Source: an optimization exercise on an open RTL-to-GDS flow (aim: small area and a short achievable clock period). Production flows keep margins and buffers that such runs may drop.
At most, simulation tests tie the RTL to the original design; equivalence was not proved.
No activity file was given, so power comes from the tool's default toggle rates.

==> inputs of 10-08 <==
==> flow/design.v <==
package isa_pkg;
  localparam int XLEN       = 32;
  localparam int REG_ADDR_W = 5;
  localparam int INST_W     = 32;
  localparam int NUM_REGS   = 32;
  localparam int OPC_W      = 7;
  localparam int FUNCT3_W   = 3;
  localparam int FUNCT7_W   = 7;
  localparam int SHAMT_W    = 5;
  typedef logic [INST_W-1:0] inst_t;
  localparam inst_t NOP_INST = 32'h0000_0013;
  localparam logic [OPC_W-1:0] OPC_OP_IMM = 7'b0010011;
  localparam logic [OPC_W-1:0] OPC_OP     = 7'b0110011;
  localparam logic [OPC_W-1:0] OPC_LUI    = 7'b0110111;
  localparam logic [FUNCT3_W-1:0] F3_ADD_SUB = 3'b000;
  localparam logic [FUNCT3_W-1:0] F3_SLL     = 3'b001;
  localparam logic [FUNCT3_W-1:0] F3_SLT     = 3'b010;
  localparam logic [FUNCT3_W-1:0] F3_XOR     = 3'b100;
  localparam logic [FUNCT3_W-1:0] F3_SRL_SRA = 3'b101;
  localparam logic [FUNCT3_W-1:0] F3_OR      = 3'b110;
  localparam logic [FUNCT3_W-1:0] F3_AND     = 3'b111;
  localparam logic [FUNCT7_W-1:0] F7_BASE = 7'b0000000;
  localparam logic [FUNCT7_W-1:0] F7_ALT  = 7'b0100000;
  typedef enum logic [3:0] {
    ALU_ADD, ALU_SUB, ALU_SLL, ALU_SLT, ALU_XOR,
    ALU_SRL, ALU_SRA, ALU_OR, ALU_AND, ALU_PASS_B
  } alu_op_e;
endpackage
package pipe_pkg;
  typedef enum logic [1:0] {
    FWD_NONE,
    FWD_M1,
    FWD_M2,
    FWD_WB
  } fwd_sel_e;
  typedef struct packed {
    logic           valid;
    logic [31:0] inst;
  } ifid_t;
  typedef struct packed {
    logic                             valid;
    logic                             we;
    logic [5-1:0]   rs1;
    logic [5-1:0]   rs2;
    logic                             use_rs1;
    logic                             use_rs2;
    logic [5-1:0]   rd;
    logic [3:0]                 alu_op;
    logic                             imm_sel;
    logic [32-1:0]         imm;
  } dec_t;
  typedef struct packed {
    dec_t                     dec;
    logic [32-1:0] rs1_data;
    logic [32-1:0] rs2_data;
  } idex_t;
  typedef struct packed {
    logic                           valid;
    logic                           we;
    logic [5-1:0] rd;
    logic [32-1:0]       data;
  } wb_t;
  typedef struct packed {
    logic                           valid;
    logic                           we;
    logic [5-1:0] rd;
    logic [32-1:0]       data;
  } retire_t;
endpackage
module decoder (
  input  logic [31:0] inst_i,
  input  logic        valid_i,
  output logic        we_o,
  output logic        is_lui_o,
  output logic        is_op_o,
  output logic [2:0]  res_sel_o,
  output logic        inv_b_o,
  output logic        rev_a_o,
  output logic        sra_o,
  output logic [31:0] imm_o
);
  logic [6:0] opcode;
  logic [2:0] funct3;
  logic [6:0] funct7;
  logic       is_opimm;
  logic       supported;
  assign opcode = inst_i[6:0];
  assign funct3 = inst_i[14:12];
  assign funct7 = inst_i[31:25];
  assign is_opimm = (opcode == 7'b0010011);
  assign is_op_o  = (opcode == 7'b0110011);
  assign is_lui_o = (opcode == 7'b0110111);
  always_comb begin
    supported = is_lui_o;
    if (is_opimm)
      supported = (funct3 != 3'b001) && (funct3 != 3'b011) && (funct3 != 3'b101);
    if (is_op_o)
      supported = (funct7 == 7'b0000000 && funct3 != 3'b011) ||
                  (funct7 == 7'b0100000 && (funct3 == 3'b000 || funct3 == 3'b101));
  end
  assign we_o      = valid_i && supported && (inst_i[11:7] != 5'd0);
  assign res_sel_o = is_lui_o ? 3'b000 : funct3;
  assign inv_b_o   = !is_lui_o && ((funct3 == 3'b010) || (is_op_o && funct3 == 3'b000 && funct7[5]));
  assign rev_a_o   = (funct3 == 3'b001);
  assign sra_o     = funct7[5];
  assign imm_o     = is_lui_o ? {inst_i[31:12], 12'b0} : {{20{inst_i[31]}}, inst_i[31:20]};
endmodule
module gpr (
  input  logic        clk_i,
  input  logic        rst_i,
  input  logic [31:1] rs1_sel_i,
  input  logic [31:1] rs2_sel_i,
  output logic [31:0] rs1_data_o,
  output logic [31:0] rs2_data_o,
  output logic [31:1] avail_o,
  input  logic        we_i,
  input  logic [4:0]  rd_i,
  input  logic [31:0] wd_i
);
  logic [31:1][31:0] regs;
  logic [31:1]       written;
  logic [31:1]       wsel;
  always_comb begin
    for (int i = 1; i < 32; i++) wsel[i] = we_i && (rd_i == 5'(i));
  end
  assign avail_o = written | wsel;
  always_ff @(posedge clk_i) begin
    for (int i = 1; i < 32; i++) begin
      if (wsel[i]) regs[i] <= wd_i;
    end
  end
  always_ff @(posedge clk_i) begin
    if (rst_i) written <= '0;
    else       written <= avail_o;
  end
  always_comb begin
    rs1_data_o = '0;
    rs2_data_o = '0;
    for (int i = 1; i < 32; i++) begin
      rs1_data_o = rs1_data_o | ({32{rs1_sel_i[i]}} & regs[i]);
      rs2_data_o = rs2_data_o | ({32{rs2_sel_i[i]}} & regs[i]);
    end
  end
endmodule
module execute (
  input  logic [31:0] a_i,
  input  logic [31:0] b_i,
  input  logic [4:0]  shamt_i,
  input  logic [2:0]  res_sel_i,
  input  logic        cin_i,
  input  logic        sra_i,
  output logic [31:0] res_o
);
  logic [31:0] sum;
  logic        lt;
  logic [31:0] shr;
  logic [31:0] shr_rev;
  assign sum = a_i + b_i + {31'b0, cin_i};
  assign lt  = (a_i[31] == b_i[31]) ? a_i[31] : sum[31];
  assign shr = $unsigned($signed({sra_i & a_i[31], a_i}) >>> shamt_i);
  always_comb begin
    for (int i = 0; i < 32; i++) shr_rev[i] = shr[31-i];
  end
  always_comb begin
    case (res_sel_i)
      3'b000:  res_o = sum;
      3'b001:  res_o = shr_rev;
      3'b010:  res_o = {31'b0, lt};
      3'b100:  res_o = a_i ^ b_i;
      3'b101:  res_o = shr;
      3'b110:  res_o = a_i | b_i;
      3'b111:  res_o = a_i & b_i;
      default: res_o = 32'b0;
    endcase
  end
endmodule
module cpu_top (
  input  logic        clk_i,
  input  logic        rst_i,
  input  logic        inst_valid_i,
  input  logic [31:0] inst_i,
  output logic [38:0] retire_o
);
  logic        if_valid;
  logic [31:0] if_inst;
  logic [31:1] if_sel1, if_sel2;     
  logic        if_hx_a, if_hm_a;     
  logic        if_hx_b, if_hm_b;     
  logic [4:0]  in_rs1, in_rs2;
  logic        in_en1, in_en2;
  logic        in_hx_a, in_hm_a, in_hx_b, in_hm_b;
  logic [31:1] avail;
  logic        id_we;
  logic        ex_valid, ex_we;
  logic [4:0]  ex_rd;
  logic        m1_valid, m1_we;
  logic [4:0]  m1_rd;
  logic [31:0] m1_data;
  assign in_rs1 = inst_i[19:15];
  assign in_rs2 = inst_i[24:20];
  assign in_en1 = (inst_i[6:0] != 7'b0110111);   
  assign in_en2 = (inst_i[6:0] == 7'b0110011);   
  assign in_hx_a = in_en1 && id_we && (if_inst[11:7] == in_rs1);
  assign in_hm_a = in_en1 && ex_we && (ex_rd == in_rs1) && !in_hx_a;
  assign in_hx_b = in_en2 && id_we && (if_inst[11:7] == in_rs2);
  assign in_hm_b = in_en2 && ex_we && (ex_rd == in_rs2) && !in_hx_b;
  always_ff @(posedge clk_i) begin
    if (rst_i) if_valid <= 1'b0;
    else       if_valid <= inst_valid_i;
    if_inst <= inst_i;
    for (int i = 1; i < 32; i++) begin
      if_sel1[i] <= in_en1 && !in_hx_a && !in_hm_a && avail[i] && (in_rs1 == 5'(i));
      if_sel2[i] <= in_en2 && !in_hx_b && !in_hm_b && avail[i] && (in_rs2 == 5'(i));
    end
    if_hx_a <= in_hx_a;
    if_hm_a <= in_hm_a;
    if_hx_b <= in_hx_b;
    if_hm_b <= in_hm_b;
  end
  logic        id_is_lui;
  logic        id_is_op;
  logic [2:0]  id_res_sel;
  logic        id_inv_b;
  logic        id_rev_a;
  logic        id_sra;
  logic [31:0] id_imm;
  logic [31:0] rf_a;
  logic [31:0] rf_b;
  logic [31:0] ex_a, ex_b;
  logic [4:0]  ex_shamt;
  logic [2:0]  ex_res_sel;
  logic        ex_cin, ex_sra;
  logic [31:0] ex_res;
  decoder i_decoder (
    .inst_i   (if_inst),
    .valid_i  (if_valid),
    .we_o     (id_we),
    .is_lui_o (id_is_lui),
    .is_op_o  (id_is_op),
    .res_sel_o(id_res_sel),
    .inv_b_o  (id_inv_b),
    .rev_a_o  (id_rev_a),
    .sra_o    (id_sra),
    .imm_o    (id_imm)
  );
  gpr i_gpr (
    .clk_i     (clk_i),
    .rst_i     (rst_i),
    .rs1_sel_i (if_sel1),
    .rs2_sel_i (if_sel2),
    .rs1_data_o(rf_a),
    .rs2_data_o(rf_b),
    .avail_o   (avail),
    .we_i      (m1_we),
    .rd_i      (m1_rd),
    .wd_i      (m1_data)
  );
  logic [31:0] oth_a, oth_b;
  logic [31:0] id_a, id_b;
  logic [4:0]  id_shamt;
  logic        s_xa_n, s_xa_r, s_xb_p, s_xb_n, s_ob_n;
  assign oth_a = rf_a | ({32{if_hm_a}} & m1_data);
  assign oth_b = rf_b | ({32{if_hm_b}} & m1_data) | ({32{!id_is_op}} & id_imm);
  assign s_xa_n = if_hx_a && !id_rev_a;
  assign s_xa_r = if_hx_a && id_rev_a;
  assign s_xb_p = if_hx_b && !id_inv_b;
  assign s_xb_n = if_hx_b && id_inv_b;
  assign s_ob_n = !if_hx_b && id_inv_b;
  always_comb begin
    for (int i = 0; i < 32; i++) begin
      id_a[i] = (s_xa_n && ex_res[i]) || (s_xa_r && ex_res[31-i]) ||
                (!id_rev_a && oth_a[i]) || (id_rev_a && oth_a[31-i]);
      id_b[i] = (s_xb_p && ex_res[i]) || (s_xb_n && !ex_res[i]) ||
                (!id_inv_b && oth_b[i]) || (s_ob_n && !oth_b[i]);
    end
  end
  assign id_shamt = ({5{if_hx_b}} & ex_res[4:0]) | oth_b[4:0];
  always_ff @(posedge clk_i) begin
    if (rst_i) begin
      ex_valid <= 1'b0;
      ex_we    <= 1'b0;
    end else begin
      ex_valid <= if_valid;
      ex_we    <= id_we;
    end
    ex_rd      <= if_inst[11:7];
    ex_a       <= id_a;
    ex_b       <= id_b;
    ex_shamt   <= id_shamt;
    ex_res_sel <= id_res_sel;
    ex_cin     <= id_inv_b;
    ex_sra     <= id_sra;
  end
  execute i_execute (
    .a_i      (ex_a),
    .b_i      (ex_b),
    .shamt_i  (ex_shamt),
    .res_sel_i(ex_res_sel),
    .cin_i    (ex_cin),
    .sra_i    (ex_sra),
    .res_o    (ex_res)
  );
  logic        m2_valid, m2_we;
  logic [4:0]  m2_rd;
  logic [31:0] m2_data;
  logic        wb_valid, wb_we;
  logic [4:0]  wb_rd;
  logic [31:0] wb_data;
  always_ff @(posedge clk_i) begin
    if (rst_i) begin
      m1_valid <= 1'b0;
      m1_we    <= 1'b0;
      m2_valid <= 1'b0;
      m2_we    <= 1'b0;
      wb_valid <= 1'b0;
      wb_we    <= 1'b0;
    end else begin
      m1_valid <= ex_valid;
      m1_we    <= ex_we;
      m2_valid <= m1_valid;
      m2_we    <= m1_we;
      wb_valid <= m2_valid;
      wb_we    <= m2_we;
    end
    m1_rd   <= ex_rd;
    m1_data <= ex_res;
    m2_rd   <= m1_rd;
    m2_data <= m1_data;
    wb_rd   <= m2_rd;
    wb_data <= m2_data;
  end
  assign retire_o = {wb_valid, wb_we, wb_rd, wb_data};
endmodule
==> flow/run.sh <==
#!/bin/bash
# synth_recipe.tcl (not shown) runs the flow's synth.tcl, then flattens the netlist and writes it again
# the make line also repeats each setting of config.mk as NAME=value (left out here)
make -C /OpenROAD-flow-scripts/flow DESIGN_CONFIG=/design/flow/config.mk WORK_HOME=/design/flow/orfs CLKGATE_MAP_FILE= SYNTH_SCRIPT=/design/flow/synth_recipe.tcl finish
==> flow/config.mk <==
export PLATFORM = sky130hd
export DESIGN_NAME = cpu_top
export DESIGN_NICKNAME = cpu_top
export VERILOG_FILES = /design/flow/design.v
export SDC_FILE = /design/flow/constraint.sdc
export NUM_CORES = 4
export LEC_CHECK = 0
export CAP_MARGIN = 20
export CORE_MARGIN = 2
export CORE_UTILIZATION = 55
export CTS_BUF_LIST = sky130_fd_sc_hd__clkbuf_8
export CTS_CLUSTER_DIAMETER = 60
export CTS_CLUSTER_SIZE = 15
export SETUP_SLACK_MARGIN = 4.4
export SLEW_MARGIN = 20
==> flow/constraint.sdc <==
create_clock -name core_clock -period 7.5 [get_ports {clk_i}]
set_input_delay 1.5000 -clock core_clock [delete_from_list [all_inputs] [get_ports {clk_i}]]
set_output_delay 1.5000 -clock core_clock [all_outputs]
set_load 0.01 [all_outputs]
==> 08-18: changes against 10-08 <==
--- a/flow/design.v
+++ b/flow/design.v
@@ -109,9 +109,10 @@
   input  logic        clk_i,
   input  logic        rst_i,
-  input  logic [31:1] rs1_sel_i,
-  input  logic [31:1] rs2_sel_i,
+  input  logic [4:0]  rs1_i,
+  input  logic        rs1_en_i,
+  input  logic [4:0]  rs2_i,
+  input  logic        rs2_en_i,
   output logic [31:0] rs1_data_o,
   output logic [31:0] rs2_data_o,
-  output logic [31:1] avail_o,
   input  logic        we_i,
   input  logic [4:0]  rd_i,
@@ -120,17 +121,19 @@
   logic [31:1][31:0] regs;
   logic [31:1]       written;
-  logic [31:1]       wsel;
-  always_comb begin
-    for (int i = 1; i < 32; i++) wsel[i] = we_i && (rd_i == 5'(i));
-  end
-  assign avail_o = written | wsel;
+  logic [31:1]       sel1;
+  logic [31:1]       sel2;
   always_ff @(posedge clk_i) begin
     for (int i = 1; i < 32; i++) begin
-      if (wsel[i]) regs[i] <= wd_i;
+      if (we_i && rd_i == 5'(i)) regs[i] <= wd_i;
     end
   end
   always_ff @(posedge clk_i) begin
-    if (rst_i) written <= '0;
-    else       written <= avail_o;
+    if (rst_i) begin
+      written <= '0;
+    end else begin
+      for (int i = 1; i < 32; i++) begin
+        if (we_i && rd_i == 5'(i)) written[i] <= 1'b1;
+      end
+    end
   end
   always_comb begin
@@ -138,6 +141,8 @@
     rs2_data_o = '0;
     for (int i = 1; i < 32; i++) begin
-      rs1_data_o = rs1_data_o | ({32{rs1_sel_i[i]}} & regs[i]);
-      rs2_data_o = rs2_data_o | ({32{rs2_sel_i[i]}} & regs[i]);
+      sel1[i] = rs1_en_i && written[i] && (rs1_i == 5'(i));
+      sel2[i] = rs2_en_i && written[i] && (rs2_i == 5'(i));
+      rs1_data_o = rs1_data_o | ({32{sel1[i]}} & regs[i]);
+      rs2_data_o = rs2_data_o | ({32{sel2[i]}} & regs[i]);
     end
   end
@@ -146,5 +151,4 @@
   input  logic [31:0] a_i,
   input  logic [31:0] b_i,
-  input  logic [4:0]  shamt_i,
   input  logic [2:0]  res_sel_i,
   input  logic        cin_i,
@@ -158,5 +162,5 @@
   assign sum = a_i + b_i + {31'b0, cin_i};
   assign lt  = (a_i[31] == b_i[31]) ? a_i[31] : sum[31];
-  assign shr = $unsigned($signed({sra_i & a_i[31], a_i}) >>> shamt_i);
+  assign shr = $unsigned($signed({sra_i & a_i[31], a_i}) >>> b_i[4:0]);
   always_comb begin
     for (int i = 0; i < 32; i++) shr_rev[i] = shr[31-i];
@@ -184,38 +188,10 @@
   logic        if_valid;
   logic [31:0] if_inst;
-  logic [31:1] if_sel1, if_sel2;     
-  logic        if_hx_a, if_hm_a;     
-  logic        if_hx_b, if_hm_b;     
-  logic [4:0]  in_rs1, in_rs2;
-  logic        in_en1, in_en2;
-  logic        in_hx_a, in_hm_a, in_hx_b, in_hm_b;
-  logic [31:1] avail;
-  logic        id_we;
-  logic        ex_valid, ex_we;
-  logic [4:0]  ex_rd;
-  logic        m1_valid, m1_we;
-  logic [4:0]  m1_rd;
-  logic [31:0] m1_data;
-  assign in_rs1 = inst_i[19:15];
-  assign in_rs2 = inst_i[24:20];
-  assign in_en1 = (inst_i[6:0] != 7'b0110111);   
-  assign in_en2 = (inst_i[6:0] == 7'b0110011);   
-  assign in_hx_a = in_en1 && id_we && (if_inst[11:7] == in_rs1);
-  assign in_hm_a = in_en1 && ex_we && (ex_rd == in_rs1) && !in_hx_a;
-  assign in_hx_b = in_en2 && id_we && (if_inst[11:7] == in_rs2);
-  assign in_hm_b = in_en2 && ex_we && (ex_rd == in_rs2) && !in_hx_b;
   always_ff @(posedge clk_i) begin
     if (rst_i) if_valid <= 1'b0;
     else       if_valid <= inst_valid_i;
     if_inst <= inst_i;
-    for (int i = 1; i < 32; i++) begin
-      if_sel1[i] <= in_en1 && !in_hx_a && !in_hm_a && avail[i] && (in_rs1 == 5'(i));
-      if_sel2[i] <= in_en2 && !in_hx_b && !in_hm_b && avail[i] && (in_rs2 == 5'(i));
-    end
-    if_hx_a <= in_hx_a;
-    if_hm_a <= in_hm_a;
-    if_hx_b <= in_hx_b;
-    if_hm_b <= in_hm_b;
   end
+  logic        id_we;
   logic        id_is_lui;
   logic        id_is_op;
@@ -225,11 +201,19 @@
   logic        id_sra;
   logic [31:0] id_imm;
+  logic [4:0]  id_rs1;
+  logic [4:0]  id_rs2;
   logic [31:0] rf_a;
   logic [31:0] rf_b;
+  logic        ex_valid, ex_we;
+  logic [4:0]  ex_rd;
   logic [31:0] ex_a, ex_b;
-  logic [4:0]  ex_shamt;
   logic [2:0]  ex_res_sel;
   logic        ex_cin, ex_sra;
   logic [31:0] ex_res;
+  logic        m1_valid, m1_we;
+  logic [4:0]  m1_rd;
+  logic [31:0] m1_data;
+  assign id_rs1 = if_inst[19:15];
+  assign id_rs2 = if_inst[24:20];
   decoder i_decoder (
     .inst_i   (if_inst),
@@ -247,33 +231,35 @@
     .clk_i     (clk_i),
     .rst_i     (rst_i),
-    .rs1_sel_i (if_sel1),
-    .rs2_sel_i (if_sel2),
+    .rs1_i     (id_rs1),
+    .rs1_en_i  (!id_is_lui),
+    .rs2_i     (id_rs2),
+    .rs2_en_i  (id_is_op),
     .rs1_data_o(rf_a),
     .rs2_data_o(rf_b),
-    .avail_o   (avail),
     .we_i      (m1_we),
     .rd_i      (m1_rd),
     .wd_i      (m1_data)
   );
-  logic [31:0] oth_a, oth_b;
+  logic        hit_ex_a, hit_m1_a, hit_ex_b, hit_m1_b;
+  logic [31:0] pre_a, pre_b, ex_res_rev, pre_a_rev;
   logic [31:0] id_a, id_b;
-  logic [4:0]  id_shamt;
-  logic        s_xa_n, s_xa_r, s_xb_p, s_xb_n, s_ob_n;
-  assign oth_a = rf_a | ({32{if_hm_a}} & m1_data);
-  assign oth_b = rf_b | ({32{if_hm_b}} & m1_data) | ({32{!id_is_op}} & id_imm);
-  assign s_xa_n = if_hx_a && !id_rev_a;
-  assign s_xa_r = if_hx_a && id_rev_a;
-  assign s_xb_p = if_hx_b && !id_inv_b;
-  assign s_xb_n = if_hx_b && id_inv_b;
-  assign s_ob_n = !if_hx_b && id_inv_b;
+  assign hit_ex_a = ex_we && (ex_rd == id_rs1) && !id_is_lui;
+  assign hit_m1_a = m1_we && (m1_rd == id_rs1) && !id_is_lui;
+  assign hit_ex_b = ex_we && (ex_rd == id_rs2) && id_is_op;
+  assign hit_m1_b = m1_we && (m1_rd == id_rs2) && id_is_op;
+  assign pre_a = hit_m1_a ? m1_data : rf_a;
+  assign pre_b = id_is_op ? (hit_m1_b ? m1_data : rf_b) : id_imm;
   always_comb begin
     for (int i = 0; i < 32; i++) begin
-      id_a[i] = (s_xa_n && ex_res[i]) || (s_xa_r && ex_res[31-i]) ||
-                (!id_rev_a && oth_a[i]) || (id_rev_a && oth_a[31-i]);
-      id_b[i] = (s_xb_p && ex_res[i]) || (s_xb_n && !ex_res[i]) ||
-                (!id_inv_b && oth_b[i]) || (s_ob_n && !oth_b[i]);
+      ex_res_rev[i] = ex_res[31-i];
+      pre_a_rev[i]  = pre_a[31-i];
     end
   end
-  assign id_shamt = ({5{if_hx_b}} & ex_res[4:0]) | oth_b[4:0];
+  always_comb begin
+    if (hit_ex_a) id_a = id_rev_a ? ex_res_rev : ex_res;
+    else          id_a = id_rev_a ? pre_a_rev : pre_a;
+    if (hit_ex_b) id_b = ex_res ^ {32{id_inv_b}};
+    else          id_b = pre_b ^ {32{id_inv_b}};
+  end
   always_ff @(posedge clk_i) begin
     if (rst_i) begin
@@ -287,5 +273,4 @@
     ex_a       <= id_a;
     ex_b       <= id_b;
-    ex_shamt   <= id_shamt;
     ex_res_sel <= id_res_sel;
     ex_cin     <= id_inv_b;
@@ -295,5 +280,4 @@
     .a_i      (ex_a),
     .b_i      (ex_b),
-    .shamt_i  (ex_shamt),
     .res_sel_i(ex_res_sel),
     .cin_i    (ex_cin),
CORE_UTILIZATION = 40   (was 55)
CTS_BUF_LIST = unset   (was sky130_fd_sc_hd__clkbuf_8)
CTS_CLUSTER_DIAMETER = unset   (was 60)
CTS_CLUSTER_SIZE = unset   (was 15)
SETUP_SLACK_MARGIN = unset   (was 4.4)
==> 04-17: changes against 10-08 <==
CTS_BUF_LIST = unset   (was sky130_fd_sc_hd__clkbuf_8)
CTS_CLUSTER_DIAMETER = unset   (was 60)
CTS_CLUSTER_SIZE = unset   (was 15)
==> run notes <==
Critical path depth is the same in 10-08 and 04-17. The lowest maximum frequency belongs to 08-18, the highest to 10-08. The lowest combinational power belongs to 04-17, the highest to 08-18. Of 04-17 and 10-08, 10-08 has the higher non-clock buffer count (gap 4). Core utilization, lowest first: 08-18, 10-08, 04-17. Of 10-08 and 08-18, 10-08 has the higher via count (gap 1.2%, measured against 08-18). Of 08-18 and 10-08, 10-08 has the higher sequential cell count (gap 71). Against 04-17, the clock power of 10-08 is lower by 36%. Sequential share of layout area: 08-18 < 04-17 < 10-08.
No functional check of the RTL was part of 08-18.

==> port drivers added, routing unchanged <==
The flow's constraints put no driver on any port. The routed layouts listed below were extracted and timed again, unchanged, in two steps. Step 1 assumes that a clkbuf_16 drives the clock port and a buf_2 every other input. Step 2 adds t to the input delays and takes it off the output delays; t is the mean of the earliest and latest rising clock arrival at the registers after step 1. Input paths then give back, and output paths get back, about the clock's delay inside the block. Three values: ideal, step 1, step 2; two values: the first two.
run	shift t [ns]	setup WS [ns]	clock arrival spread, ns	worst slew at a driven data input, ns	pins driven straight from the clock port
10-08	0.939	4.219 / 4.219 / 3.598	0.074 / 0.073	0.08	1
08-18	0.870	1.968 / 1.968 / 1.968	0.037 / 0.038	0.05	1
04-17	0.847	4.107 / 4.107 / 3.577	0.034 / 0.034	0.09	1
After both steps every run listed still meets setup and hold. For 10-08, which loses most, drivers alone change the setup slack by 0.000 ns; drivers and shift together by -0.621 ns.
